Context: an optimization exercise on an open-source flow, tuned for small area. The choices shown serve that exercise and are no tape-out recipe.
Function was checked by simulation only, so behaviour that the tests miss may differ from the original.
The flow treats the clock pin as an ideal source. Dropping or thinning the clock tree relies on that and would not hold on a real chip.
Power is estimated from default activity; no workload was simulated.

## wallace_mult_apb
module wallace_mult_apb (
  input  wire        clk,
  input  wire        rst_n,
  input  wire        psel,
  input  wire        penable,
  input  wire        pwrite,
  input  wire [7:0]  paddr,
  input  wire [31:0] pwdata,
  output wire [31:0] prdata,
  output wire        pready,
  output wire        pslverr
);
clock: 5.0 ns
lec_check: 0
cap_margin: 0
core_margin: 2
core_utilization: 70
gpl_timing_driven: 0
place_density: 0.8
slew_margin: 0
standard.sh (not shown) runs the stock make flow with config.mk's settings and CLKGATE_MAP_FILE= SYNTH_SCRIPT=/design/flow/synth_recipe.tcl, a recipe that flattens the netlist after the stock synthesis.
==> flow/flow/run.sh <==
#!/bin/bash
# Own flow: the standard layout (standard.sh) with two changes:
#  - synthesis is the standard synthesis script, except that ABC maps the
#    logic with flow/abc_area.script (area-oriented) instead of ORFS's script;
#    registers, their names and cells are untouched (mapped before ABC runs)
#  - the port buffers are the smallest buffer cell (buf_1)
#  - clock tree: after CTS, flow/post_cts.tcl (POST_CTS hook) swaps the H-tree
#    for one clock buffer driving all registers (no register gets its own delay)
# Each step's full output goes to a log of its own here; ORFS's logs stay
# under orfs/logs.
set -euo pipefail
W=$PWD
export BUFFER_PORTS_ARGS="-buffer_cell sky130_fd_sc_hd__buf_1"
export CTS_ARGS="-sink_clustering_enable -repair_clock_nets -dont_use_dummy_load"
export POST_CTS_TCL="$W/flow/post_cts.tcl"
export CLK_ROOT_CELL=sky130_fd_sc_hd__clkbuf_16
export CLK_GROUPS=3

{
  echo 'proc abc {args} {'
  echo '  set i [lsearch -exact $args -script]'
  echo "  if {\$i >= 0} { lset args [expr {\$i + 1}] {$W/flow/abc_area.script} }"
  echo '  yosys abc {*}$args'
  echo '}'
  echo "source {$W/synth_recipe.tcl}"
} > "$W/own_synth.tcl"
sed -e "s#SYNTH_SCRIPT=[^ ]*#SYNTH_SCRIPT=$W/own_synth.tcl#" standard.sh > own_synth.sh
grep -q "SYNTH_SCRIPT=$W/own_synth.tcl" own_synth.sh

bash own_synth.sh synth > synth.log 2>&1
bash standard.sh finish > layout.log 2>&1
==> flow/flow/post_cts.tcl <==
# POST_CTS hook: replace the H-tree that clock_tree_synthesis built with a
# flat tree: CLK_GROUPS clock buffers (CLK_ROOT_CELL) on the clock port, each
# driving the registers of one placement cluster. The design has under 100
# registers, so a few buffers meet the clock-pin slew limit with less cell
# area than CTS's two-level tree.
set block [ord::get_db_block]
set db [ord::get_db]
set clk_net [$block findNet clk]
set root_master [$db findMaster $::env(CLK_ROOT_CELL)]

# Walk the tree from the clock port: buffers are the cells CTS inserted.
# (This file is sourced inside a proc, so the lists live in the global scope.)
set ::sinks {}
set ::tree_insts {}
set ::tree_nets {}
proc walk { net } {
  global sinks tree_insts tree_nets
  foreach it [$net getITerms] {
    if { [$it getIoType] != "INPUT" } { continue }
    set inst [$it getInst]
    set mname [[$inst getMaster] getName]
    if { [string match "sky130_fd_sc_hd__clkbuf_*" $mname] || [string match "sky130_fd_sc_hd__clkinv*" $mname] } {
      if { [lsearch -exact $tree_insts $inst] < 0 } {
        lappend tree_insts $inst
        foreach ot [$inst getITerms] {
          if { [$ot getIoType] == "OUTPUT" && [$ot getNet] != "NULL" } {
            lappend tree_nets [$ot getNet]
            walk [$ot getNet]
          }
        }
      }
    } else {
      lappend sinks $it
    }
  }
}
walk $clk_net
set sinks $::sinks
set tree_insts $::tree_insts
set tree_nets $::tree_nets
puts "post_cts: [llength $sinks] clock sinks, [llength $tree_insts] tree cells removed"

# Split the sinks into CLK_GROUPS groups of equal size by position (k-means
# with a size cap, from a deterministic start), one buffer per group at its
# centroid.
set k $::env(CLK_GROUPS)
set pts {}
foreach it $sinks {
  set box [[$it getInst] getBBox]
  lappend pts [list [expr { ([$box xMin] + [$box xMax]) / 2.0 }] [expr { ([$box yMin] + [$box yMax]) / 2.0 }]]
}
set n [llength $sinks]
# Start: sinks sorted by x+y, centers spread evenly along that order
set order [lsort -real -indices [lmap p $pts { expr { [lindex $p 0] + [lindex $p 1] } }]]
set centers {}
for { set g 0 } { $g < $k } { incr g } {
  lappend centers [lindex $pts [lindex $order [expr { int(($g + 0.5) * $n / $k) }]]]
}
# Capacitated k-means: each round assigns sinks to centers greedily by
# distance, at most ceil(n/k) per group, then moves each center to the mean.
set cap [expr { ($n + $k - 1) / $k }]
for { set round 0 } { $round < 30 } { incr round } {
  set pairs {}
  set i 0
  foreach p $pts {
    for { set g 0 } { $g < $k } { incr g } {
      set c [lindex $centers $g]
      lappend pairs [list [expr { abs([lindex $p 0] - [lindex $c 0]) + abs([lindex $p 1] - [lindex $c 1]) }] $i $g]
    }
    incr i
  }
  set pairs [lsort -real -index 0 $pairs]
  set assign [lrepeat $n -1]
  set fill [lrepeat $k 0]
  foreach pr $pairs {
    lassign $pr d i g
    if { [lindex $assign $i] >= 0 || [lindex $fill $g] >= $cap } { continue }
    lset assign $i $g
    lset fill $g [expr { [lindex $fill $g] + 1 }]
  }
  set newc {}
  for { set g 0 } { $g < $k } { incr g } {
    set sx 0.0; set sy 0.0; set m 0
    foreach p $pts a $assign {
      if { $a == $g } { set sx [expr { $sx + [lindex $p 0] }]; set sy [expr { $sy + [lindex $p 1] }]; incr m }
    }
    if { $m > 0 } { lappend newc [list [expr { $sx / $m }] [expr { $sy / $m }]] } else { lappend newc [lindex $centers $g] }
  }
  set centers $newc
}

foreach it $sinks { $it disconnect }
foreach inst $tree_insts { odb::dbInst_destroy $inst }
foreach net $tree_nets { odb::dbNet_destroy $net }

for { set g 0 } { $g < $k } { incr g } {
  set gnet [odb::dbNet_create $block clknet_g$g]
  $gnet setSigType CLOCK
  set buf [odb::dbInst_create $block $root_master clkbuf_g$g]
  foreach it [$buf getITerms] {
    set st [[$it getMTerm] getSigType]
    if { $st == "POWER" || $st == "GROUND" } { continue }
    if { [$it getIoType] == "OUTPUT" } { $it connect $gnet } elseif { [$it getIoType] == "INPUT" } { $it connect $clk_net }
  }
  set m 0
  foreach it $sinks a $assign {
    if { $a == $g } { $it connect $gnet; incr m }
  }
  set c [lindex $centers $g]
  $buf setLocation [expr { int([lindex $c 0]) }] [expr { int([lindex $c 1]) }]
  $buf setPlacementStatus PLACED
  puts "post_cts: group $g has $m sinks"
}

detailed_placement
check_placement -verbose
estimate_parasitics -placement
report_clock_skew
report_check_types -max_slew -max_capacitance -violators
Other scripts of this flow, unchanged in this note and not shown: flow/flow/abc_area.script
Rerun with:
--- a/flow/flow/post_cts.tcl
+++ b/flow/flow/post_cts.tcl
@@ -119 +119,6 @@
 report_check_types -max_slew -max_capacitance -violators
+
+# Area recovery: downsize cells that have timing slack to spare
+repair_timing -recover_power 100 -verbose
+detailed_placement
+check_placement -verbose
Outcome:
- cell count stays the same
- final area falls by 0.33%
- die area stays the same
- clock skew stays flat
Rerun with:
--- a/flow/flow/post_cts.tcl
+++ b/flow/flow/post_cts.tcl
@@ -119,6 +119 @@
 report_check_types -max_slew -max_capacitance -violators
-
-# Area recovery: downsize cells that have timing slack to spare
-repair_timing -recover_power 100 -verbose
-detailed_placement
-check_placement -verbose
--- a/flow/config.mk
+++ b/flow/config.mk
@@ -7,7 +7,6 @@
 export LEC_CHECK = 0
-export CAP_MARGIN = 0
+export CAP_MARGIN = 20
 export CORE_MARGIN = 2
 export CORE_UTILIZATION = 70
-export GPL_TIMING_DRIVEN = 0
 export PLACE_DENSITY = 0.8
-export SLEW_MARGIN = 0
+export SLEW_MARGIN = 20
After rerunning: The changed run produced a clean layout. Cell area climbs by 2.1%. Area after synthesis is unchanged. Utilization climbs by 1.7 points. Setup slack gains 0.35 ns. First-iteration DRC count drops by 13%. Routed wire length climbs by 2.4%. Die area is unchanged. Synthesized cell count does not change. Power climbs by 1.2%. Via count climbs by 2.8%.
Rerun with:
--- a/flow/flow/run.sh
+++ b/flow/flow/run.sh
@@ -23,2 +23,5 @@
   echo '  yosys abc {*}$args'
+  echo "  yosys techmap -map {$W/flow/mux2map.v}"
+  echo '  yosys opt_merge -share_all t:sky130_fd_sc_hd__inv_1'
+  echo '  yosys opt_clean -purge'
   echo '}'
==> flow/flow/mux2map.v (new file) <==
// mux2_1 (11.26 um2) as a22o_1 (8.76 um2) plus an inverter on the select,
// which opt_merge then shares among all muxes on the same select
module sky130_fd_sc_hd__mux2_1 (input A0, input A1, input S, output X);
  wire sn;
  sky130_fd_sc_hd__inv_1 inv (.A(S), .Y(sn));
  sky130_fd_sc_hd__a22o_1 ao (.A1(S), .A2(A1), .B1(sn), .B2(A0), .X(X));
endmodule
--- a/flow/flow/post_cts.tcl
+++ b/flow/flow/post_cts.tcl
@@ -119 +119,6 @@
 report_check_types -max_slew -max_capacitance -violators
+
+# Area recovery: downsize cells that have timing slack to spare
+repair_timing -recover_power 100 -verbose
+detailed_placement
+check_placement -verbose
--- a/flow/config.mk
+++ b/flow/config.mk
@@ -7,6 +7,7 @@
 export LEC_CHECK = 0
-export CAP_MARGIN = 20
+export CAP_MARGIN = 0
 export CORE_MARGIN = 2
 export CORE_UTILIZATION = 70
+export GPL_TIMING_DRIVEN = 0
 export PLACE_DENSITY = 0.8
-export SLEW_MARGIN = 20
+export SLEW_MARGIN = 0
Effect: The new run went through all stages and came out clean; first-iteration DRC count goes up by 22%; setup slack loses 0.25 ns; worst hold slack gets better by 0.020 ns; design area falls by 2.7%; global-route usage rose by 1.5 points; total power falls by 1.3%; final cell count goes down by 2.0%; combinational power decreases by about 1%; wire length rose by 3.4%.
Rerun with:
--- a/flow/flow/run.sh
+++ b/flow/flow/run.sh
@@ -23,5 +23,2 @@
   echo '  yosys abc {*}$args'
-  echo "  yosys techmap -map {$W/flow/mux2map.v}"
-  echo '  yosys opt_merge -share_all t:sky130_fd_sc_hd__inv_1'
-  echo '  yosys opt_clean -purge'
   echo '}'
--- a/flow/flow/post_cts.tcl
+++ b/flow/flow/post_cts.tcl
@@ -119,6 +119 @@
 report_check_types -max_slew -max_capacitance -violators
-
-# Area recovery: downsize cells that have timing slack to spare
-repair_timing -recover_power 100 -verbose
-detailed_placement
-check_placement -verbose
--- a/flow/config.mk
+++ b/flow/config.mk
@@ -10,3 +10,2 @@
 export CORE_UTILIZATION = 70
-export GPL_TIMING_DRIVEN = 0
 export PLACE_DENSITY = 0.8
removed: flow/flow/mux2map.v
Result: Sequential cell count does not change. Global-route usage goes down by 1.5 points. Sequential share of layout area goes down by 1.3 points. Setup slack gains 0.25 ns. Clock skew goes up by 0.0047 ns. Core utilization goes up by 2.2 points. Critical path depth goes up by 1. Final cell count goes up by 2.1%. Wire length goes down by 2.7%.
Rerun with:
--- a/flow/flow/post_cts.tcl
+++ b/flow/flow/post_cts.tcl
@@ -119 +119,6 @@
 report_check_types -max_slew -max_capacitance -violators
+
+# Area recovery: downsize cells that have timing slack to spare
+repair_timing -recover_power 100 -verbose
+detailed_placement
+check_placement -verbose
Effect: Total power hardly moves; synthesized area does not change; cell area falls by 1.2%; final cell count does not change; routed wire length falls by 0.92%; register-to-register slack got worse by 0.22 ns.
In every run of this note, the design's own scripts or RTL, not TritonCTS, make the clock network.

separate check: timing with driven ports:
How much do the figures lean on ideal ports? The routed layouts below were timed once more, with nothing changed but the port constraints. Step 1 assumes that a clkbuf_16 drives the clock port and a buf_2 every other input. Step 2 also shifts input and output timing later by t, the mid clock arrival at the registers, as if the neighbouring blocks saw the same clock. Slacks: ideal ports / drivers / drivers and shift; pairs: ideal ports / drivers.
run | t (ns) | setup WS [ns] | clock arrival spread, ns | worst slew at a driven data input, ns | pins driven straight from the clock port
the first run | 0.223 | 0.229 / 0.229 / 0.229 | 0.011 / 0.011 | 0.05 | 3
the second run | 0.223 | 0.235 / 0.235 / 0.085 | 0.009 / 0.010 | 0.05 | 3
the third run | 0.229 | 0.588 / 0.588 / 0.588 | 0.011 / 0.011 | 0.03 | 3
the fourth run | 0.223 | 0.341 / 0.341 / 0.341 | 0.007 / 0.007 | 0.05 | 3
the fifth run | 0.230 | 0.587 / 0.587 / 0.587 | 0.011 / 0.010 | 0.03 | 3
the sixth run | 0.228 | 0.370 / 0.370 / 0.370 | 0.010 / 0.010 | 0.03 | 3
After both steps every run listed still meets setup and hold. The setup slack of the second run, which loses most, moves by 0.000 ns with the drivers and by -0.150 ns with both steps.
